What follows belongs to an exercise in optimizing a design on an open flow for small area, a short achievable clock period and few clock cycles per item; a production flow would make more cautious choices. Function was not checked in any run shown here: the RTL went through the layout flow alone. Power and IR drop assume default switching activity.

--- flow/config.mk ---
export PLATFORM = sky130hd
export DESIGN_NAME = xbus_filter
export DESIGN_NICKNAME = xbus_filter
export VERILOG_FILES = /design/flow/design.v
export SDC_FILE = /design/flow/constraint.sdc
export NUM_CORES = 4
export LEC_CHECK = 0
export CAP_MARGIN = 20
export CORE_MARGIN = 2
export CORE_UTILIZATION = 40
export PLACE_DENSITY = 0.7
export SETUP_SLACK_MARGIN = 2.5
export SLEW_MARGIN = 20
--- flow/constraint.sdc ---
create_clock -name core_clock -period 4.5 [get_ports {clk}]
set_input_delay 0.9000 -clock core_clock [delete_from_list [all_inputs] [get_ports {clk}]]
set_output_delay 0.9000 -clock core_clock [all_outputs]
set_load 0.01 [all_outputs]
--- flow/design.v ---
`timescale 1ns/10ps
`default_nettype none
module xbus_filter (
    input  logic        clk,
    input  logic        arst_n,
    input  logic [65:0] in_pkt,
    input  logic [7:0]  pad_value,
    output logic        vec_wr_en,
    output logic [15:0] vec_din,
    input  logic        vec_full,
    output logic        cache_full
);
    logic [1:0]  tag;
    logic        is_head;
    logic        is_body;
    logic [15:0] hx;
    logic [15:0] hy;
    assign tag = in_pkt[65:64];
    assign is_head = tag == 2'd1;
    assign is_body = tag == 2'd2;
    assign hx = in_pkt[15:0];
    assign hy = in_pkt[31:16];
    logic       x_lo;
    logic       x_hi;
    logic       y_lo;
    logic       y_hi;
    logic [7:0] ex;
    logic [7:0] ey;
    assign x_lo = hx[15:3] == '0;
    assign x_hi = hx == 16'hffff;
    assign y_lo = hy[15:3] == '0;
    assign y_hi = hy == 16'hffff;
    always_comb begin
        ex[0] = x_hi;
        ey[0] = y_hi;
        for (int i = 1; i < 8; i++) begin
            ex[i] = x_lo && hx[2:0] == 3'(i - 1);
            ey[i] = y_lo && hy[2:0] == 3'(i - 1);
        end
    end
    logic [5:0] h_colmask;
    logic [5:0] h_rowmask;
    always_comb begin
        for (int c = 0; c < 6; c++) begin
            h_colmask[c] = ex[c] | ex[c + 1] | ex[c + 2];
            h_rowmask[c] = ey[c] | ey[c + 1] | ey[c + 2];
        end
    end
    logic [2:0] h_cv;
    logic [2:0] h_rv;
    always_comb begin
        for (int k = 0; k < 3; k++) begin
            h_cv[k] = 1'b0;
            h_rv[k] = 1'b0;
            for (int i = 0; i < 8; i++) begin
                if (i - 1 + k >= 1 && i - 1 + k <= 6) begin
                    h_cv[k] = h_cv[k] | ex[i];
                    h_rv[k] = h_rv[k] | ey[i];
                end
            end
        end
    end
    logic [1:0] h_base;
    assign h_base = {hy[0], 1'b0} + hx[1:0] + 2'd1;
    function automatic logic [3:0] need_of(input int b, input logic [5:0] rm,
                                           input logic [5:0] cm);
        logic [3:0] n;
        n = '0;
        if (b < 9) begin
            for (int l = 0; l < 4; l++) begin
                n[l] = rm[(4 * b + l) / 6] & cm[(4 * b + l) % 6];
            end
        end
        need_of = n;
    endfunction
    logic [9:0]      ib;            
    logic [5:0]      colmask;
    logic [5:0]      rowmask;
    logic [2:0][3:0] nd;
    logic [3:0]      nd_next;       
    logic [1:0][3:0] nd_head;
    always_comb begin
        nd_next = {4{ib[9] | ib[8] | ib[7]}};
        for (int b = 0; b < 6; b++) begin
            nd_next = nd_next | ({4{ib[b]}} & need_of(b + 3, rowmask, colmask));
        end
        for (int j = 0; j < 2; j++) begin
            nd_head[j] = need_of(j, h_rowmask, h_colmask);
        end
    end
    always_ff @(posedge clk or negedge arst_n) begin
        if (!arst_n) begin
            ib <= 10'b10_0000_0000;
            nd <= {4'b1111, 4'b1111, 4'b0000};
        end else if (is_head) begin
            ib <= 10'b00_0000_0001;
            nd <= {need_of(2, h_rowmask, h_colmask), nd_head};
        end else if (is_body) begin
            ib <= {ib[8:0], 1'b0};
            nd <= {nd_next, nd[2:1]};
        end
    end
    always_ff @(posedge clk) begin
        if (is_head) begin
            colmask <= h_colmask;
            rowmask <= h_rowmask;
        end
    end
    logic [3:0] wr;
    assign wr = is_body ? nd[0] : 4'd0;
    logic [3:0]       wp;
    logic [3:0]       rp;
    logic [3:0]       t1;
    logic [3:0]       t2;
    logic [3:0]       pop;
    logic [3:0][15:0] ent0;
    logic [3:0][15:0] ent1;
    for (genvar l = 0; l < 4; l++) begin : g_lane
        logic [15:0] m0;
        logic [15:0] m1;
        always_ff @(posedge clk or negedge arst_n) begin
            if (!arst_n) begin
                wp[l] <= 1'b0;
                rp[l] <= 1'b0;
                t1[l] <= 1'b0;
                t2[l] <= 1'b0;
            end else begin
                if (wr[l]) wp[l] <= !wp[l];
                if (pop[l]) rp[l] <= !rp[l];
                if (wr[l] && !pop[l]) begin
                    t1[l] <= 1'b1;
                    t2[l] <= t1[l];
                end else if (!wr[l] && pop[l]) begin
                    t1[l] <= t2[l];
                    t2[l] <= 1'b0;
                end
            end
        end
        always_ff @(posedge clk) begin
            if (wr[l] && !wp[l]) m0 <= {in_pkt[8 * (4 + l) +: 8], in_pkt[8 * l +: 8]};
            if (wr[l] && wp[l]) m1 <= {in_pkt[8 * (4 + l) +: 8], in_pkt[8 * l +: 8]};
        end
        assign ent0[l] = m0;
        assign ent1[l] = m1;
    end
    logic       act;
    logic [2:0] okh;
    logic [2:0] okw;
    logic [8:0] opad;
    logic [3:0] lane0;
    logic       pend;
    logic [2:0] prv;
    logic [2:0] pcv;
    logic [1:0] pbase;
    logic [2:0] vfh;
    function automatic logic [3:0] rotl1(input logic [3:0] v);
        rotl1 = {v[2:0], v[3]};
    endfunction
    logic       row_end0;
    logic       lv1;
    logic       lpad0;
    logic       lpad1;
    logic [3:0] lane1;
    assign row_end0 = okw[2];
    assign lv1 = !(okh[2] && okw[2]);
    assign lpad0 = opad[0];
    assign lpad1 = opad[1];
    assign lane1 = row_end0 ? lane0 : rotl1(lane0);
    logic       emit;
    logic       emit_n;
    logic       take;
    logic [8:0] new_pad;
    logic [3:0] new_base;
    logic       act_n;
    logic       pad0_n;
    logic [3:0] lane0_n;
    logic [1:0][3:0] wc;
    logic [1:0][3:0] t1c;
    logic [1:0][3:0] t2c;
    logic [1:0]      emc;
    logic [1:0][3:0] s1c;
    logic [2:0] vfh_n;
    logic       pad1_n;
    logic       row_end0_n;
    logic [3:0] lane1_n;
    logic [3:0] s1_n;
    logic [3:0] s1;             
    assign take = !act || (emit && okh[2] && okw[2]);
    assign pop = (emit && !lpad0) ? lane0 : 4'd0;
    always_comb begin
        act_n = take ? pend : act;
        pad0_n = take ? new_pad[0] : (emit ? opad[1] : opad[0]);
        lane0_n = take ? new_base : (emit ? lane1 : lane0);
        vfh_n = {vfh[1:0], vec_full};
        pad1_n = take ? new_pad[1] : (emit ? opad[2] : opad[1]);
        row_end0_n = take ? 1'b0 : (emit ? okw[1] : okw[2]);
        lane1_n = row_end0_n ? lane0_n : rotl1(lane0_n);
        for (int c = 0; c < 2; c++) begin
            for (int l = 0; l < 4; l++) begin
                wc[c][l] = (c == 1) && nd[0][l];
                t1c[c][l] = (wc[c][l] && !pop[l]) || (t1[l] && !(pop[l] && !wc[c][l]))
                         || (t2[l] && pop[l]);
                t2c[c][l] = (wc[c][l] && !pop[l]) ? t1[l] : (t2[l] && !pop[l]);
            end
            if (take) begin
                emc[c] = pend && (new_pad[0] || (new_base & t1c[c]) != 4'd0);
            end else if (emit) begin
                emc[c] = act && (opad[1] || (lane1 & t1c[c]) != 4'd0);
            end else begin
                emc[c] = act && (opad[0] || (lane0 & t1c[c]) != 4'd0);
            end
            s1c[c] = lane1_n & (row_end0_n && !pad0_n ? t2c[c] : t1c[c]);
        end
        emit_n = (is_body ? emc[1] : emc[0]) && vfh_n != 3'b111;
        s1_n = is_body ? s1c[1] : s1c[0];
    end
    always_comb begin
        for (int kh = 0; kh < 3; kh++) begin
            for (int kw = 0; kw < 3; kw++) begin
                new_pad[kh * 3 + kw] = !(prv[kh] && pcv[kw]);
            end
        end
        new_base = 4'b0001 << pbase;
    end
    always_ff @(posedge clk or negedge arst_n) begin
        if (!arst_n) begin
            act <= 1'b0;
            emit <= 1'b0;
            s1 <= 4'd0;
            pend <= 1'b0;
            vfh <= '0;
            vec_wr_en <= 1'b0;
        end else begin
            vfh <= vfh_n;
            emit <= emit_n;
            s1 <= s1_n;
            vec_wr_en <= emit;
            if (take) begin
                act <= pend;
            end
            if (is_head) begin
                pend <= 1'b1;
            end else if (take) begin
                pend <= 1'b0;
            end
        end
    end
    logic [3:0]  sel0;
    logic [3:0]  sel1;
    logic [15:0] vec_next;
    assign sel0 = lpad0 ? 4'd0 : (lane0 & ~rp);
    assign sel1 = lpad0 ? 4'd0 : (lane0 & rp);
    always_comb begin
        vec_next = {16{lpad0}} & {pad_value, pad_value};
        for (int l = 0; l < 4; l++) begin
            vec_next = vec_next | ({16{sel0[l]}} & ent0[l]) | ({16{sel1[l]}} & ent1[l]);
        end
    end
    always_ff @(posedge clk) begin
        if (take) begin
            okh <= 3'b001;
            okw <= 3'b001;
            opad <= new_pad;
            lane0 <= new_base;
        end else if (emit) begin
            okw <= {okw[1:0], okw[2]};
            if (okw[2]) okh <= {okh[1:0], okh[2]};
            opad <= {1'b1, opad[8:1]};
            lane0 <= lane1;
        end
        if (is_head) begin
            prv <= h_rv;
            pcv <= h_cv;
            pbase <= h_base;
        end
        vec_din <= vec_next;
    end
    logic       cf_prev;        
    logic       ce1;
    logic       go1;            
    logic [3:0] q0;             
    logic [3:0] q1;             
    logic [3:0] nu1;            
    logic [3:0] nu2;            
    logic [3:0] nf1;            
    logic [3:0] nf2;            
    logic [3:0] na;
    logic [3:0] nb;
    logic [3:0] nc;
    logic [3:0] w1;             
    logic [3:0] w2;
    logic [3:0] w3;
    logic       h01;
    logic       h0and1;
    logic [3:0] hw1;
    logic [3:0] hw2;
    logic [3:0] ov;
    logic [3:0] hov;
    logic       cf_n;
    logic       pend_hit;
    always_comb begin
        ce1 = vfh[1:0] != 2'b11;
        go1 = emit && lv1 && ce1 && !lpad1;
        for (int l = 0; l < 4; l++) begin
            q0[l] = pop[l];
            q1[l] = go1 && s1[l];
        end
        nu1 = ~(q0 | q1);
        nu2 = ~(q0 & q1);
        nf1 = t2 & nu1;
        nf2 = t1 & (t2 | nu1) & nu2;
        na = nd[0];
        nb = (cf_prev && cache_full) ? 4'd0 : nd[1];
        nc = (cf_prev || cache_full) ? 4'd0 : nd[2];
        w1 = na | nb | nc;
        w2 = (na & nb) | (na & nc) | (nb & nc);
        w3 = na & nb & nc;
        ov = (w1 & nf1) | (w2 & nf2) | w3;
        h01 = hy[15] || hy[2:0] <= 3'd2;
        h0and1 = hy[2:1] == 2'd0 && !cache_full;
        hw1 = {4{h01}};
        hw2 = {h0and1, h0and1, 2'b00};
        hov = (hw1 & nf1) | (hw2 & nf2);
        pend_hit = pend && (ib[9] || (ib[8] && !(cf_prev && cache_full))
                            || (ib[7] && !cf_prev && !cache_full));
        cf_n = (is_head ? hov != 4'd0 : ov != 4'd0) || pend_hit;
    end
    always_ff @(posedge clk or negedge arst_n) begin
        if (!arst_n) begin
            cache_full <= 1'b0;
            cf_prev <= 1'b0;
        end else begin
            cache_full <= cf_n;
            cf_prev <= cache_full;
        end
    end
endmodule
`default_nettype wire
--- flow/flow/run.sh ---
#!/bin/bash
# Standard ORFS layout with two changes: the port buffers start as buf_1
# (the resizer still upsizes the ones on critical paths) and CTS uses its own
# clustering and inserts no dummy loads. Each tool's output goes to its own
# log in the work folder.
set -euo pipefail
bash standard.sh \
  'BUFFER_PORTS_ARGS=-buffer_cell sky130_fd_sc_hd__buf_1' \
  'CTS_ARGS=-sink_clustering_enable -repair_clock_nets -dont_use_dummy_load -buf_list sky130_fd_sc_hd__clkbuf_8 -sink_clustering_size 16 -sink_clustering_max_diameter 60' \
  MATCH_CELL_FOOTPRINT=0 \
  finish > make_finish.log 2>&1
--- flow/standard.sh ---
#!/bin/bash
# synth_recipe.tcl (not shown) runs the flow's synth.tcl, then flattens the netlist and writes it again
# the make line also repeats each setting of config.mk as NAME=value (left out here)
make -C /OpenROAD-flow-scripts/flow DESIGN_CONFIG=/design/flow/config.mk WORK_HOME=/design/flow/orfs CLKGATE_MAP_FILE= SYNTH_SCRIPT=/design/flow/synth_recipe.tcl "${@:-finish}"
==> impl_results.md, run 1 <==
- Crit path to: emit
- WL per Instance: about 22 µm
- GRT Residual Overflow: 0
- Final setup fails: 0
- First-pass GRT wire length: slightly above 40000 µm
- Yosys top cell area share: 46.9%
- Reg2Reg Launch Point: opad[0]
- Max Clk Rate: 0.461 GHz
- Syn avg cell area: 12.3 µm²
- Post-synthesis async set-or-reset flop share: a little over a fifth
- Worst-case reg-to-reg path depth: 7
- Syn Inst Count: 804
- DRT antenna net count: 0
- GRT Util Overall: 20.4%
- Htree depth: 1
- Initial antenna violation count: 0
- Post-synth top area cell: edfxtp_1
- Worst EP arrival: 2.55 ns
- Max stage delay cell, worst path: mux4_2
- Clock root buffer: clkbuf_8
- Area contributors post-synth: edfxtp_1 (47%), dfrtp_1 (10%), dfxtp_1 (5.2%), nand2_1 (2.8%), dfstp_2 (2.4%)
- Synth-to-Final Area Change: 15.1%
- Period utilization: 48.2%
- Top delay family on crit path: compound AO/OA/AOI/OAI gates
- Status: finished clean
- Layout cells sized above 1: 15.2%
- Primary FF master, synth: edfxtp_1
- Peak supply drop: 174 µV
- Fin crit period: 2.17 ns
- Commonest non-fill, non-tap cell in the layout: edfxtp_1
- Total CTS buffers: 20
- Final wirelength: 27100 µm
- Crit-path cells: buf_6 -> nand3b_4 -> a211oi_2 -> a21oi_2 -> mux4_2 -> o211a_1 -> o32a_1
- Crit path depth: 7
- Fin Setup TNS: 0 ns
- Initial core utilization: between 40% and 50%
- Die span in y: 161 µm
- RSZ-0062 raised after global routing: yes
- Final Max Tran Viols: 0
- CTS tree: built
- P_leak: slightly above 4 nW
- Sequential fraction of the synthesis area: 64.9%
- Slew headroom: about 58%
- Die area: 26100 µm²
- CP max FO: 6
- Overall Power: 5.49 mW
- # IOs: 95
- Synth warn: 1
- Crit path kind: register to register
- R2r endpoint: emit
- Post-route DRC: 0
- Vias in the first global route: 6954
- Die width: 161 µm
- Largest net degree at the start of global routing: 42
- Max Cap Violations: 0
- Clk buf depth: 3
- Worst-Margin Slew: 0.627 ns
- Number of synthesized flops with an enable pin: 155
- Clock latency on the worst-skew pair: 0.54 ns
- WP data required: 4.88 ns
- Netlist cell types: 68
- CP max stage delay: between 0.4 and 0.5 ns
- IO Port Bufs: 94
- Syn_nets: just under 900
- Diode count: 0
- Type of origin of the critical path: register
- PwrDens: between 400 and 500 nW/µm²
- 1st-iter DRT viols: 1128
- CTS Sinks: 231
- Vias per cell: 5.90
- CP Launch Point: opad[0]
- Most frequent cells in the layout: edfxtp_1 (155), buf_1 (91), nand2_1 (69)
- Final Hold Vio Count: 0
- Core Area: around 24000 µm²
- Vias: 7310
- R2r setup slk: 2.33 ns
- Dpl hpwl: around 18000 µm
- Hold Path Class: input port to async pin
- Routability Congestion: 0.865
- First-pass iteration count of the detailed router: 7
- Buf/Inv on CP: 1
- Post-route clock skew: around 0.068 ns
- # rows: 57
- #FFs+latches synth: 231
- Post-layout nets: 1000
- Reg clk slew, reported paths: ~0.080 ns
- Worst setup EP type: register
- Syn Std Cell Area: 9920 µm²
[through the flow]
stage | cells | utilization [%] | setup slack [ns] | cell area (µm²) | hold WS [ns]
global placement | 1185 | 44.0 | 1.69 | 10700 | 0.381
global route | 1239 | 47.0 | 2.28 | 11400 | 0.328
detailed placement | 1185 | 44.0 | 1.66 | 10700 | 0.387
CTS | 1218 | 45.9 | 2.29 | 11200 | 0.309
floorplan | 804 | - | 2.42 | 10000 | 0.367
finish | 1239 | 47.0 | 2.33 | 11400 | 0.305
[area by class of cell]
class | instances | area (µm²)
fillers | 2178 | 12900
inverters | 26 | 100
repair buffers | 139 | 751
clock buffers | 20 | 275
multi-input cells | 499 | 3440
flip-flops and latches | 231 | 6450
well taps | 324 | 405
[Yosys cell counts (4+ instances only)]
cell        n
mux2i_1     8
dfstp_2     9
nand2b_1   11
nor2b_1    16
nor4_1      7
nand3b_1    4
a21oi_1    39
dfxtp_1    26
a21o_1      4
edfxtp_1  155
nor2_1     42
a221o_1    10
nor3b_1    13
inv_1      25
a31oi_1    17
nand4_1    13
nand2_1    73
a211oi_1    6
nand3_1    25
a222oi_1   17
and2_1      5
a221oi_1   17
dfrtp_1    41
o21ai_0    47
ha_1        6
a22o_1     19
o22ai_1     6
a22oi_1    20
clkbuf_1   35
xnor2_1    10
buf_2       6
nor3_1      5
and3_1      9
o211ai_1    4
[registers in the layout (all words and copies together), names as in the netlist, 4 cells and up]
name / count
nd: 12
t1: 4
opad: 9
colmask: 6
wp: 4
g_lane.m1: 64
rowmask: 4
t2: 4
rp: 4
g_lane.m0: 64
s1: 4
ib: 10
lane0: 4
vec_din: 16
[timing repair]
action / 4_1_cts / 5_1_grt
pin swaps: 2 / 4
gates resized for setup: 27 / 29
hold buffers: 0 / 0
buffers inserted: 13 / 21
setup endpoints to repair: 172 / 38
[routing by layer]
metal	GRT usage [%]	wire length, µm	vias up
met5	0	0	-
met4	4.59	464	0
met3	2.47	1980	38
met2	32.7	12700	336
met1	29.8	12000	3618
li1	-	-	3318
[report_power, final]
part / switching [mW] / leakage (nW) / internal [mW]
Combinational: 0.860 / 1.69 / 0.682
Clock: 0.653 / 0.144 / 0.400
Sequential: 0.311 / 2.21 / 2.59
[cell families after synthesis]
kind of cell	after synthesis	synth area share (%)
adder cells (fa/ha/maj)	7	0.857
flip-flops	231	64.9
multiplexers	12	1.37
AND/OR/NAND/NOR	235	12.2
AO/OA/AOI/OAI	234	16.6
buffers and inverters	74	3.08
XOR/XNOR	11	0.971
[how the worst min path moves through the flow]
stage / depth (start not counted) / to
floorplan: 0 / vfh[1]
global placement: 0 / vfh[1]
detailed placement: 0 / vfh[1]
CTS: 1 / rp[3]
global route: 1 / rp[3]
finish: 1 / rp[3]
==> inputs of run 2 (changes only) <==
--- a/flow/flow/run.sh
+++ b/flow/flow/run.sh
@@ -8,3 +8,3 @@
   'BUFFER_PORTS_ARGS=-buffer_cell sky130_fd_sc_hd__buf_1' \
-  'CTS_ARGS=-sink_clustering_enable -repair_clock_nets -dont_use_dummy_load -buf_list sky130_fd_sc_hd__clkbuf_8 -sink_clustering_size 16 -sink_clustering_max_diameter 60' \
+  'CTS_ARGS=-sink_clustering_enable -repair_clock_nets -dont_use_dummy_load -buf_list {sky130_fd_sc_hd__clkbuf_4 sky130_fd_sc_hd__clkbuf_8} -sink_clustering_size 12 -sink_clustering_max_diameter 50' \
   MATCH_CELL_FOOTPRINT=0 \
--- a/flow/config.mk
+++ b/flow/config.mk
@@ -10,3 +10,2 @@
 export CORE_UTILIZATION = 40
-export PLACE_DENSITY = 0.7
 export SETUP_SLACK_MARGIN = 2.5
==> run 2 against run 1 <==
- sequential share of layout area decreased by 0.42 points
- worst hold slack got worse by 0.041 ns
- cell count increased by 0.32%
- clock skew decreased by 0.0086 ns
- wire length increased by 2.4%
- die area unchanged
- global-route usage increased by 0.24 points
- non-clock buffer count decreased by 5
- via count about the same
- setup slack improved by 0.021 ns
- utilization increased by 0.37 points
- combinational power about the same
- largest power group unchanged
- highest routed layer unchanged
==> impl_results.md, run 2 <==
- Status: finished clean
- GRT Residual Overflow: 0 (unchanged)
- Clock root buffer: clkbuf_8
- Vias per cell: 5.88 (-0.38%)
- Type of origin of the critical path: register
- Peak supply drop: 251 µV (+45%)
- Syn Std Cell Area: 9920 µm² (unchanged)
- Final Max Tran Viols: 0 (unchanged)
- DRT antenna net count: 0 (unchanged)
- Period utilization: 47.7% (-0.47 points)
- Register area: 6450 µm² (about the same)
- # fillers: 2187 (+0.41%)
- Synth warn: 1 (unchanged)
- Total CTS buffers: 27 (+35%)
- P_leak: 4.09 nW (+0.99%)
- Crit path kind: register to register
- CP Launch Point: opad[0]
- Overall Power: 5.67 mW (+3.2%)
- Post-route DRC: 0 (unchanged)
- Reg2Reg Launch Point: opad[0]
- Area of the multi-input gates: 3470 µm² (+0.76%)
- Layout cells sized above 1: 15.5% (+0.26 points)
- # IOs: 95 (unchanged)
- CTS tree: built
- Slew headroom: 58.6% (+0.41 points)
- Final wirelength: 27800 µm (+2.4%)
- GRT Util Overall: 20.6% (+0.24 points)
- Initial core utilization: 40.8% (unchanged)
- # rows: 57 (unchanged)
- Dpl hpwl: 18000 µm (-0.79%)
- Commonest non-fill, non-tap cell in the layout: edfxtp_1
- PwrDens: 492 nW/µm² (+2.4%)
- Worst-Margin Slew: 0.615 ns (-0.0118 ns)
- Clock latency on the worst-skew pair: 0.57 ns (+0.03 ns)
- Worst EP arrival: 2.54 ns (about the same)
- Post-route clock skew: 0.0597 ns (-0.00859 ns)
- Crit-path cells: buf_12 -> nand3b_4 -> a211oi_2 -> a21oi_1 -> mux4_2 -> o211a_1 -> o32a_1
- Syn Inst Count: 804 (unchanged)
- Vias in the first global route: 6919 (-0.50%)
- Diode count: 0 (unchanged)
- IO Port Bufs: 94 (unchanged)
- Sequential fraction of the synthesis area: 64.9% (unchanged)
- Core Area: 24300 µm² (unchanged)
- Max stage delay cell, worst path: mux4_2
- Reg clk slew, reported paths: 0.07 ns (about the same)
- Max Clk Rate: 0.465 GHz (+0.99%)
- RSZ-0062 raised after global routing: yes
- Syn_nets: 887 (unchanged)
- First-pass GRT wire length: 41200 µm (about the same)
- Hold Path Class: input port to async pin
- #FFs+latches synth: 231 (unchanged)
- WL per Instance: 22.4 µm (+2.1%)
- Most frequent cell after synthesis: edfxtp_1
- Worst setup EP type: register
- Largest registers: g_lane.m0: 64 flops, g_lane.m1: 64 flops, vec_din: 16 flops
- Placed cell area: 10700 µm² (about the same)
- Post-synth top area cell: edfxtp_1
- Clk buf depth: 3 (unchanged)
- Post-synthesis async set-or-reset flop share: 21.6% (unchanged)
- Post-synth top cells: edfxtp_1 (155), nand2_1 (73), o21ai_0 (47)
- Initial antenna violation count: 0 (unchanged)
- CP max FO: 10 (+4)
- Hold_buf cts: 0 (unchanged)
- Yosys top cell area share: 46.9% (unchanged)
- Fin crit period: 2.15 ns (-0.0212 ns)
- Vias: 7306 (-0.055%)
- Final setup fails: 0 (unchanged)
- Number of synthesized flops with an enable pin: 155 (unchanged)
- Fin util: 47.3% (+0.37 points)
- Design area: 11500 µm² (+0.78%)
- Die width: 161 µm (unchanged)
- Die span in y: 161 µm (unchanged)
- First-pass iteration count of the detailed router: 6 (-1)
- Area contributors post-synth: edfxtp_1 (47%), dfrtp_1 (10%), dfxtp_1 (5.2%), nand2_1 (2.8%), dfstp_2 (2.4%)
- 1st-iter DRT viols: 767 (-32%)
- Max Cap Violations: 0 (unchanged)
- Routability Congestion: 0.874 (+0.96%)
- Hold Slack: 0.264 ns (-0.0408 ns)
- Final Hold Vio Count: 0 (unchanged)
- Primary FF master, synth: edfxtp_1
- Most frequent cells in the layout: edfxtp_1 (155), buf_1 (90), nand2_1 (69)
- Die area: 26100 µm² (unchanged)
- Fin Setup TNS: 0 ns (unchanged)
- CTS Sinks: 231 (unchanged)
- Largest net degree at the start of global routing: 42 (unchanged)
- Netlist cell types: 68 (unchanged)
- CP max stage delay: 0.48 ns (+0.03 ns)
- Post-layout nets: 1004 (+0.40%)
- WP data required: 4.90 ns (+0.02 ns)
- Synth-to-Final Area Change: 16.0%
- Syn avg cell area: 12.3 µm² (unchanged)
- Htree depth: 1 (unchanged)
==> run 2: report_power, final <==
part / switching, mW / total (mW) / leakage [nW] / internal, mW
Clock: 0.675 / 1.20 / 0.194 / 0.530
Combinational: 0.891 / 1.57 / 1.68 / 0.677
Sequential: 0.305 / 2.89 / 2.21 / 2.59
==> run 2: worst max-delay path, delay by kind of cell (launching register included) <==
kind | cells | cell delay, ns
AND/OR/NAND/NOR | 1 | 0.20
flip-flops | 1 | 0.41
buffers and inverters | 1 | 0.17
AO/OA/AOI/OAI | 4 | 0.76
multiplexers | 1 | 0.48
==> run 2: per-stage QoR <==
stage / worst slack (ns) / std cells
final: 2.35 / 1243
after global routing: 2.30 / 1243
after CTS: 2.27 / 1224
after detailed placement: 1.61 / 1184
after global placement: 1.65 / 1184
after floorplan: 2.42 / 804
==> run 2: layer usage <==
metal  up-vias  GRT usage [%]  wire length (µm)
met5         -              0                 0
met4         0           5.93               699
met3        55           2.93              2200
met2       329           32.0             12600
met1      3588           30.2             12300
li1       3334              -                 -
==> run 2: path summary, 6_finish.rpt <==
path | end | slack [ns] | cells after the start
setup / recovery | emit | 2.35 | 7
hold / removal | wp[1] | 0.26 | 1
setup reg to reg | emit | 2.35 | 7
hold reg to reg | vfh[1] | 0.42 | 0
max in group asynchronous | emit | 3.34 | 2
min in group core_clock | vfh[1] | 0.42 | 0
==> run 2: cell families after synthesis <==
| logic type | synth area share [%] |
|---|---|
| AO/OA/AOI/OAI | 16.6 |
| XOR/XNOR | 0.971 |
| adder cells (fa/ha/maj) | 0.857 |
| buffers and inverters | 3.08 |
| flip-flops | 64.9 |
| multiplexers | 1.37 |
| AND/OR/NAND/NOR | 12.2 |
==> run 2: layout make-up <==
type	instances	area share [%]
multi-input combinational	501	30.1
sequential	231	56.0
timing repair buffer	134	6.22
clock buffer	27	3.23
inverter	26	0.869
tap	324	3.52
==> run 2: repair_timing <==
action | in CTS | in global routing
pin swaps | 3 | 5
buffers inserted | 13 | 17
endpoints found under the setup margin | 186 | 41
gates cloned | 0 | 2
gates resized for setup | 17 | 32
==> inputs of run 3 (changes only) <==
--- a/flow/design.v
+++ b/flow/design.v
@@ -75,15 +75,19 @@
     endfunction
-    logic [9:0]      ib;            
+    logic [3:0]      ib;            
     logic [5:0]      colmask;
     logic [5:0]      rowmask;
+    logic            fresh;
     logic [2:0][3:0] nd;
+    logic [2:0][3:0] nde;           
     logic [3:0]      nd_next;       
-    logic [1:0][3:0] nd_head;
     always_comb begin
-        nd_next = {4{ib[9] | ib[8] | ib[7]}};
-        for (int b = 0; b < 6; b++) begin
-            nd_next = nd_next | ({4{ib[b]}} & need_of(b + 3, rowmask, colmask));
+        nd_next = 4'b1111;
+        for (int b = 0; b < 9; b++) begin
+            if (ib == 4'(b)) begin
+                nd_next = (b + 3 < 9) ? need_of(b + 3, rowmask, colmask)
+                        : ((b + 3 == 9) ? 4'b0000 : 4'b1111);
+            end
         end
-        for (int j = 0; j < 2; j++) begin
-            nd_head[j] = need_of(j, h_rowmask, h_colmask);
+        for (int j = 0; j < 3; j++) begin
+            nde[j] = fresh ? need_of(j, rowmask, colmask) : nd[j];
         end
@@ -92,10 +96,15 @@
         if (!arst_n) begin
-            ib <= 10'b10_0000_0000;
+            ib <= 4'd9;
+            fresh <= 1'b0;
             nd <= {4'b1111, 4'b1111, 4'b0000};
-        end else if (is_head) begin
-            ib <= 10'b00_0000_0001;
-            nd <= {need_of(2, h_rowmask, h_colmask), nd_head};
-        end else if (is_body) begin
-            ib <= {ib[8:0], 1'b0};
-            nd <= {nd_next, nd[2:1]};
+        end else begin
+            fresh <= is_head;
+            if (is_head) begin
+                ib <= 4'd0;
+            end else if (is_body) begin
+                ib <= ib + 4'd1;
+                nd <= {nd_next, nde[2:1]};
+            end else begin
+                nd <= nde;
+            end
         end
@@ -109,3 +118,3 @@
     logic [3:0] wr;
-    assign wr = is_body ? nd[0] : 4'd0;
+    assign wr = is_body ? nde[0] : 4'd0;
     logic [3:0]       wp;
@@ -168,4 +177,5 @@
     assign lane1 = row_end0 ? lane0 : rotl1(lane0);
+    logic       can_emit;
+    logic       have0;
     logic       emit;
-    logic       emit_n;
     logic       take;
@@ -173,16 +183,5 @@
     logic [3:0] new_base;
-    logic       act_n;
-    logic       pad0_n;
-    logic [3:0] lane0_n;
-    logic [1:0][3:0] wc;
-    logic [1:0][3:0] t1c;
-    logic [1:0][3:0] t2c;
-    logic [1:0]      emc;
-    logic [1:0][3:0] s1c;
-    logic [2:0] vfh_n;
-    logic       pad1_n;
-    logic       row_end0_n;
-    logic [3:0] lane1_n;
-    logic [3:0] s1_n;
-    logic [3:0] s1;             
+    assign can_emit = vfh != 3'b111;
+    assign have0 = lpad0 || (lane0 & t1) != 4'd0;
+    assign emit = act && have0 && can_emit;
     assign take = !act || (emit && okh[2] && okw[2]);
@@ -190,29 +189,2 @@
     always_comb begin
-        act_n = take ? pend : act;
-        pad0_n = take ? new_pad[0] : (emit ? opad[1] : opad[0]);
-        lane0_n = take ? new_base : (emit ? lane1 : lane0);
-        vfh_n = {vfh[1:0], vec_full};
-        pad1_n = take ? new_pad[1] : (emit ? opad[2] : opad[1]);
-        row_end0_n = take ? 1'b0 : (emit ? okw[1] : okw[2]);
-        lane1_n = row_end0_n ? lane0_n : rotl1(lane0_n);
-        for (int c = 0; c < 2; c++) begin
-            for (int l = 0; l < 4; l++) begin
-                wc[c][l] = (c == 1) && nd[0][l];
-                t1c[c][l] = (wc[c][l] && !pop[l]) || (t1[l] && !(pop[l] && !wc[c][l]))
-                         || (t2[l] && pop[l]);
-                t2c[c][l] = (wc[c][l] && !pop[l]) ? t1[l] : (t2[l] && !pop[l]);
-            end
-            if (take) begin
-                emc[c] = pend && (new_pad[0] || (new_base & t1c[c]) != 4'd0);
-            end else if (emit) begin
-                emc[c] = act && (opad[1] || (lane1 & t1c[c]) != 4'd0);
-            end else begin
-                emc[c] = act && (opad[0] || (lane0 & t1c[c]) != 4'd0);
-            end
-            s1c[c] = lane1_n & (row_end0_n && !pad0_n ? t2c[c] : t1c[c]);
-        end
-        emit_n = (is_body ? emc[1] : emc[0]) && vfh_n != 3'b111;
-        s1_n = is_body ? s1c[1] : s1c[0];
-    end
-    always_comb begin
         for (int kh = 0; kh < 3; kh++) begin
@@ -227,4 +199,2 @@
             act <= 1'b0;
-            emit <= 1'b0;
-            s1 <= 4'd0;
             pend <= 1'b0;
@@ -233,5 +203,3 @@
         end else begin
-            vfh <= vfh_n;
-            emit <= emit_n;
-            s1 <= s1_n;
+            vfh <= {vfh[1:0], vec_full};
             vec_wr_en <= emit;
@@ -304,4 +272,4 @@
         for (int l = 0; l < 4; l++) begin
-            q0[l] = pop[l];
-            q1[l] = go1 && s1[l];
+            q0[l] = act && can_emit && !lpad0 && lane0[l] && t1[l];
+            q1[l] = go1 && lane1[l] && (row_end0 ? (lpad0 ? t1[l] : t2[l]) : t1[l]);
         end
@@ -311,5 +279,5 @@
         nf2 = t1 & (t2 | nu1) & nu2;
-        na = nd[0];
-        nb = (cf_prev && cache_full) ? 4'd0 : nd[1];
-        nc = (cf_prev || cache_full) ? 4'd0 : nd[2];
+        na = nde[0];
+        nb = (cf_prev && cache_full) ? 4'd0 : nde[1];
+        nc = (cf_prev || cache_full) ? 4'd0 : nde[2];
         w1 = na | nb | nc;
@@ -323,4 +291,4 @@
         hov = (hw1 & nf1) | (hw2 & nf2);
-        pend_hit = pend && (ib[9] || (ib[8] && !(cf_prev && cache_full))
-                            || (ib[7] && !cf_prev && !cache_full));
+        pend_hit = pend && (ib == 4'd9 || (ib == 4'd8 && !(cf_prev && cache_full))
+                            || (ib == 4'd7 && !cf_prev && !cache_full));
         cf_n = (is_head ? hov != 4'd0 : ov != 4'd0) || pend_hit;
==> run 3 against run 2 <==
- still clean
- first-iteration DRC count is 19% lower
- die area is 1.3% lower
- clock-buffer cell count is 2 higher
- critical path type unchanged
- highest routed layer unchanged
==> impl_results.md, run 3 <==
- Status: finished clean
- 1st-iter DRT viols: 623 (-19%)
- Net switching power: 2.27 mW (+22%)
- Worst-case reg-to-reg path depth: 8 (+1)
- Post-route DRC: 0 (unchanged)
- Max Cap Violations: 0 (unchanged)
- Primary FF master, synth: edfxtp_1
- Max stage delay cell, worst path: a222oi_1
- R2r setup slk: 2.40 ns (+0.05 ns)
- Area contributors post-synth: edfxtp_1 (49%), dfrtp_1 (7.9%), dfxtp_1 (4.5%), nand2_1 (3.6%), o21ai_0 (3.0%)
- Initial core utilization: 40.5% (-0.31 points)
- # IOs: 95 (unchanged)
- Syn avg cell area: 12.0 µm² (-2.5%)
- Max Clk Rate: 0.477 GHz (+2.5%)
- Die span in y: 160 µm (-0.65%)
- Slew headroom: 47.2% (-11 points)
- CTS Sinks: 224 (-3.0%)
- GRT Util Overall: 19.7% (-0.86 points)
- Post-synth top area cell: edfxtp_1
- Period utilization: 46.6% (-1.2 points)
- Sequential fraction of the synthesis area: 64.5% (-0.39 points)
- #FFs+latches synth: 224 (-3.0%)
- Total CTS buffers: 29 (+7.4%)
- Yosys top cell area share: 49.4% (+2.5 points)
- Final Max Tran Viols: 0 (unchanged)
- Hold_buf cts: 0 (unchanged)
- DRT antenna net count: 0 (unchanged)
- Post-layout nets: 1028 (+2.4%)
- Die width: 160 µm (-0.65%)
- P_leak: 3.98 nW (-2.7%)
- CP max stage delay: 0.49 ns (about the same)
- Clock latency on the worst-skew pair: 0.59 ns (+0.02 ns)
- Syn Inst Count: 814 (+1.2%)
- Post-synth top cells: edfxtp_1 (161), nand2_1 (94), o21ai_0 (59)
- Worst-Margin Slew: 0.793 ns (+0.178 ns)
- Fin util: 48.0% (+0.69 points)
- Top delay family on crit path: compound AO/OA/AOI/OAI gates
- R2r endpoint: cache_full
- Worst EP arrival: 2.63 ns (+0.09 ns)
- Diode count: 0 (unchanged)
- Synth warn: 1 (unchanged)
- Reg2Reg Launch Point: lane0[0]
- Vias: 7113 (-2.6%)
- Synth-to-Final Area Change: 18.6%
- Largest registers: g_lane.m0: 64 flops, g_lane.m1: 64 flops, vec_din: 16 flops
- Clock root buffer: clkbuf_8
- Vias per cell: 5.63 (-4.2%)
- Clk buf depth: 3 (unchanged)
- Crit path to: cache_full
- WL per Instance: 20.7 µm (-7.4%)
- Syn_nets: 901 (+1.6%)
- # fillers: 2163 (-1.1%)
- CP Launch Point: lane0[0]
- P_int: 4.10 mW (+8.0%)
- Most frequent cells in the layout: edfxtp_1 (161), nand2_1 (87), buf_1 (86)
- CTS tree: built
- Hold Path Class: input port to async pin
- GRT Residual Overflow: 0 (unchanged)
- Buf/Inv on CP: 1 (unchanged)
- RSZ-0062 raised after global routing: yes
- Sequential share of power: 46.3% (-4.8 points)
- Gate power share: 34.5% (+6.8 points)
- Type of origin of the critical path: register
- Netlist cell types: 67 (-1.5%)
- CP max FO: 6 (-4)
- Post-synthesis async set-or-reset flop share: 18.3% (-3.3 points)
- Initial antenna violation count: 1 (+1)
- Final Hold Vio Count: 0 (unchanged)
- Clk network pwr share: 19.2% (-2.1 points)
- Fin crit period: 2.10 ns (-0.0524 ns)
- First-pass GRT wire length: 39400 µm (-4.4%)
- Post-route clock skew: 0.102 ns (+0.0420 ns)
- Crit-path cells: a222oi_1 -> buf_4 -> nand2_8 -> a31oi_4 -> a21oi_2 -> o2111a_1 -> o221ai_2 -> o31a_1
- # rows: 57 (unchanged)
- Htree depth: 1 (unchanged)
- Core Area: 24200 µm² (-0.59%)
- PwrDens: 549 nW/µm² (+12%)
- Most frequent cell after synthesis: edfxtp_1
- Fin Setup TNS: 0 ns (unchanged)
- Crit path kind: register to register
- Worst setup EP type: register
- Commonest non-fill, non-tap cell in the layout: edfxtp_1
- Largest net degree at the start of global routing: 53 (+26%)
- Layout cells sized above 1: 18.7% (+3.3 points)
- Syn Std Cell Area: 9790 µm² (-1.3%)
- Dpl hpwl: 17400 µm (-3.6%)
- Die area: 25700 µm² (-1.3%)
- IO Port Bufs: 94 (unchanged)
- Final setup fails: 0 (unchanged)
- Number of synthesized flops with an enable pin: 161 (+3.9%)
- Reg clk slew, reported paths: 0.08 ns (about the same)
- WP data required: 5.03 ns (+0.13 ns)
- Sw frac: 35.7% (+2.7 points)
- Crit path depth: 8 (+1)
- Final wirelength: 26100 µm (-6.0%)
- Peak supply drop: 260 µV (+3.3%)
- Routability Congestion: 0.844 (-3.4%)
- First-pass iteration count of the detailed router: 5 (-1)
- Vias in the first global route: 6823 (-1.4%)
-- run 3: area by class of cell --
cell class	instances	area, µm²	share of cell area [%]
Tap cell	324	405	3.49
Timing Repair Buffer	136	767	6.60
Sequential cell	224	6330	54.5
Inverter	21	93.8	0.808
Multi-Input combinational cell	529	3620	31.2
Clock buffer	29	399	3.44
-- run 3: cell families after synthesis --
kind of cell | Yosys count | share of synthesized area, %
simple gates | 273 | 13.7
buf+inv | 64 | 3.00
compound gates | 204 | 13.7
xor+xnor | 8 | 0.716
fa+ha+maj | 13 | 1.58
mux | 28 | 2.88
flops | 224 | 64.5
-- run 3: routing by layer --
layer,up-vias,track usage [%],share of wire [%]
li1,3322,-,-
met1,3451,28.0,43
met2,296,31.4,47
met3,44,3.69,7.4
met4,0,5.20,2.3
met5,-,0,0
-- run 3: worst min path at each step --
| stage | start | end | slack (ns) | depth (start not counted) |
|---|---|---|---|---|
| 2_1_floorplan | vfh[1] | vfh[2] | 0.38 | 0 |
| 3_3_place_gp | vfh[1] | vfh[2] | 0.39 | 0 |
| 3_5_place_dp | vfh[1] | vfh[2] | 0.41 | 0 |
| 4_1_cts | arst_n | nd[2] | 0.38 | 2 |
| 5_1_grt | arst_n | nd[2] | 0.41 | 2 |
| 6_report | arst_n | nd[2] | 0.38 | 2 |
-- run 3: through the flow --
step	cells	hold WS, ns	cell area, µm²	setup slack (ns)	power [mW]
after floorplan	814	0.378	9920	2.49	4.16
after global placement	1194	0.391	10500	1.88	4.72
after detailed placement	1194	0.409	10500	1.79	4.74
after CTS	1245	0.379	11200	2.42	6.15
after global routing	1263	0.411	11600	2.39	6.71
final	1263	0.385	11600	2.40	6.37
-- run 3: power by group through the flow --
stage	combinational (mW)	sequential [mW]	clock, mW
2_1_floorplan	1.32	2.84	0
3_3_place_gp	1.73	2.99	0
3_5_place_dp	1.75	2.99	0
4_1_cts	1.96	2.92	1.27
5_1_grt	2.39	2.99	1.33
6_report	2.20	2.95	1.23
-- run 3: what timing repair did --
action,in CTS,in global routing
endpoints found under the setup margin,190,55
gates resized for setup,39,61
pin swaps,9,21
gates cloned,2,1
buffers inserted,20,17
==> inputs of run 4 (changes only) <==
--- a/flow/flow/run.sh
+++ b/flow/flow/run.sh
@@ -8,3 +8,3 @@
   'BUFFER_PORTS_ARGS=-buffer_cell sky130_fd_sc_hd__buf_1' \
-  'CTS_ARGS=-sink_clustering_enable -repair_clock_nets -dont_use_dummy_load -buf_list {sky130_fd_sc_hd__clkbuf_4 sky130_fd_sc_hd__clkbuf_8} -sink_clustering_size 12 -sink_clustering_max_diameter 50' \
+  'CTS_ARGS=-sink_clustering_enable -repair_clock_nets -dont_use_dummy_load -buf_list sky130_fd_sc_hd__clkbuf_8 -sink_clustering_size 16 -sink_clustering_max_diameter 60' \
   MATCH_CELL_FOOTPRINT=0 \
==> run 4 against run 3 <==
- cell count fell by 0.40%
- largest power group unchanged
- non-clock buffer count rose by 1
- worst hold slack improved by 0.034 ns
- register-to-register slack barely moved
- sequential power barely moved
- final area fell by 0.13%
- largest cell class unchanged
==> impl_results.md, run 4 <==
- Post-layout nets: 1023 (-0.49%)
- Crit-path cells: buf_6 -> mux2i_4 -> nor4_4 -> buf_4 -> a31oi_4 -> a21oi_2 -> nand3b_1 -> o221ai_1 -> o31a_1
- Syn Std Cell Area: 9790 µm² (unchanged)
- Hold Path Class: input port to async pin
- Final Max Tran Viols: 0 (unchanged)
- Post-route clock skew: 0.0652 ns (-0.0365 ns)
- Primary FF master, synth: edfxtp_1
- DRT antenna net count: 0 (unchanged)
- Peak supply drop: 288 µV (+11%)
- Post-Place Cells: 1194 (unchanged)
- Die area: 25700 µm² (unchanged)
- Netlist cell types: 67 (unchanged)
- 1st-iter DRT viols: 626 (+0.48%)
- Dpl hpwl: 17400 µm (unchanged)
- Largest net degree at the start of global routing: 53 (unchanged)
- Type of origin of the critical path: register
- Syn_nets: 901 (unchanged)
- # IOs: 95 (unchanged)
- #FFs+latches synth: 224 (unchanged)
- # fillers: 2167 (+0.18%)
- Layout cells sized above 1: 18.4% (-0.33 points)
- Number of synthesized flops with an enable pin: 161 (unchanged)
- Htree depth: 1 (unchanged)
- Clock root buffer: clkbuf_8
- Max Clk Rate: 0.474 GHz (-0.68%)
- Most frequent cells in the layout: edfxtp_1 (161), buf_1 (91), nand2_1 (87)
- Initial antenna violation count: 1 (unchanged)
- Post-synth top area cell: edfxtp_1
- Worst setup EP type: register
- Final wirelength: 26500 µm (+1.3%)
- CP max stage delay: 0.46 ns (-0.03 ns)
- Die width: 160 µm (unchanged)
- Worst-case reg-to-reg path depth: 9 (+1)
- Die span in y: 160 µm (unchanged)
- Total CTS buffers: 23 (-21%)
- Diode count: 0 (unchanged)
- Syn avg cell area: 12.0 µm² (unchanged)
- Fin crit period: 2.11 ns (+0.0144 ns)
- CP max FO: 3 (-3)
- GRT Residual Overflow: 0 (unchanged)
- Most frequent cell after synthesis: edfxtp_1
- PwrDens: 541 nW/µm² (-1.4%)
- Post-route DRC: 0 (unchanged)
- Area contributors post-synth: edfxtp_1 (49%), dfrtp_1 (7.9%), dfxtp_1 (4.5%), nand2_1 (3.6%), o21ai_0 (3.0%)
- # rows: 57 (unchanged)
- Commonest non-fill, non-tap cell in the layout: edfxtp_1
- Crit path kind: register to register
- Vias: 7159 (+0.65%)
- Core Area: 24200 µm² (unchanged)
- Max stage delay cell, worst path: edfxtp_1
- Final Hold Vio Count: 0 (unchanged)
- Initial core utilization: 40.5% (unchanged)
- Clock latency on the worst-skew pair: 0.56 ns (-0.03 ns)
- Slew headroom: 49.7% (+2.6 points)
- Yosys top cell area share: 49.4% (unchanged)
- Hold_buf cts: 0 (unchanged)
- CTS tree: built
- Reg clk slew, reported paths: 0.10 ns (+0.02 ns)
- RSZ-0062 raised after global routing: yes
- Final setup fails: 0 (unchanged)
- Routability Congestion: 0.844 (unchanged)
- Vias in the first global route: 6743 (-1.2%)
- First-pass iteration count of the detailed router: 5 (unchanged)
- GRT Util Overall: 19.6% (-0.17 points)
- WL per Instance: 21.1 µm (+1.7%)
- Max Cap Violations: 0 (unchanged)
- First-pass GRT wire length: 39100 µm (-0.88%)
- Fin Setup TNS: 0 ns (unchanged)
- Post-synth top cells: edfxtp_1 (161), nand2_1 (94), o21ai_0 (59)
- Sequential fraction of the synthesis area: 64.5% (unchanged)
- Post-synthesis async set-or-reset flop share: 18.3% (unchanged)
- Synth-to-Final Area Change: 18.5%
- Worst EP arrival: 2.49 ns (-0.14 ns)
- WP data required: 4.88 ns (-0.15 ns)
- Cell Count, Final, Fillers Out: 1258 (-0.40%)
- Overall Power: 6.28 mW (-1.5%)
- IO Port Bufs: 94 (unchanged)
- Clk buf depth: 3 (unchanged)
- P_leak: 3.94 nW (-0.95%)
- Synth warn: 1 (unchanged)
- Period utilization: 46.9% (+0.32 points)
- CTS Sinks: 224 (unchanged)
- Fin util: 48.0% (-0.062 points)
- Status: finished clean
- Vias per cell: 5.69 (+1.0%)
- Syn Inst Count: 814 (unchanged)
- Worst-Margin Slew: 0.754 ns (-0.0386 ns)
- Largest registers: g_lane.m0: 64 flops, g_lane.m1: 64 flops, vec_din: 16 flops
run 4: cell counts after synthesis:
Identical to the previous run, type by type.
run 4: metrics by stage:
step	cell area (µm²)	hold slack [ns]	setup WS (ns)
2_1_floorplan	9920	0.378	2.49
3_3_place_gp	10500	0.391	1.88
3_5_place_dp	10500	0.409	1.79
4_1_cts	11000	0.408	2.27
5_1_grt	11600	0.444	2.32
6_report	11600	0.418	2.39
run 4: power breakdown:
part,switching (mW),internal (mW)
Combinational,1.28,0.934
Clock,0.646,0.455
Sequential,0.348,2.61
Total,2.27,4.00
run 4: area by class of cell:
cell class	instances	area [µm²]	share of cell area, %
flip-flops and latches	224	6330	54.5
well taps	324	405	3.50
repair buffers	137	771	6.65
inverters	21	93.8	0.809
clock buffers	23	317	2.73
multi-input cells	529	3680	31.8
run 4: critical path: cells and delay by family, from the launching register on:
kind,cells,cell delay (ns)
AOI/OAI and AO/OA,4,0.60
and+or+nand+nor,2,0.50
buffers and inverters,2,0.36
muxes,1,0.08
DFF,1,0.46
run 4: path summary, 6_finish.rpt:
kind,from,to,slack (ns)
worst max-delay path,lane0[2],cache_full,2.39
worst min-delay path,arst_n,wp[2],0.42
worst max register to register,lane0[2],cache_full,2.39
worst min register to register,vfh[1],vfh[2],0.43
max in group asynchronous,arst_n,fresh,3.61
min in group core_clock,vfh[1],vfh[2],0.43
run 4: cell families (layout without fill, tap and decap cells):
logic type                 after synthesis  in the layout  share of synthesized area (%)
buffers and inverters                   64            181                           3.00
adders and majority gates               13             13                           1.58
muxes                                   28             28                           2.88
DFF                                    224            224                           64.5
xor gates and xnor gates                 8              8                          0.716
and+or+nand+nor                        273            276                           13.7
AOI/OAI and AO/OA                      204            204                           13.7
run 4: what timing repair did:
action,CTS,global route
setup endpoints to repair,189,87
pin swaps,6,25
gates cloned,1,2
setup buffers,10,28
resized for setup,25,81
run 4: metal layers:
metal / GRT usage, % / part of all wire, %
met1: 27.7 / 43
met2: 31.4 / 48
met3: 3.25 / 6.6
met4: 5.36 / 2.4
met5: 0 / 0

re-timing with driven ports:
How much do the figures lean on ideal ports? The routed layouts below were timed once more, with nothing changed but the port constraints.
Step 1: set_driving_cell puts a clkbuf_16 on clk and a buf_2 on each other input, an assumption about the parent block.
Step 2, shift: input delay + t, output delay - t, t = (earliest + latest rising clock arrival at the registers) / 2. This alone moves slack from input paths to output paths.
Three values: ideal, step 1, step 2; two values: the first two.
| run | t (ns) | setup WS [ns] | worst hold slack (ns) | slew at the worst register clock pin (ns) | pins driven straight from the clock port |
|---|---|---|---|---|---|
| run 1 | 0.540 | 2.330 / 2.330 / 1.976 | 0.305 / 0.294 / 0.435 | 0.10 / 0.10 | 1 |
| run 2 | 0.582 | 2.352 / 2.352 / 1.976 | 0.264 / 0.246 / 0.418 | 0.08 / 0.08 | 1 |
| run 3 | 0.584 | 2.404 / 2.404 / 2.053 | 0.385 / 0.364 / 0.439 | 0.08 / 0.08 | 1 |
| run 4 | 0.569 | 2.389 / 2.389 / 1.962 | 0.418 / 0.396 / 0.435 | 0.10 / 0.10 | 1 |
After both steps every run listed still meets setup and hold. For run 4, which loses most, drivers alone change the setup slack by 0.000 ns; drivers and shift together by -0.427 ns.
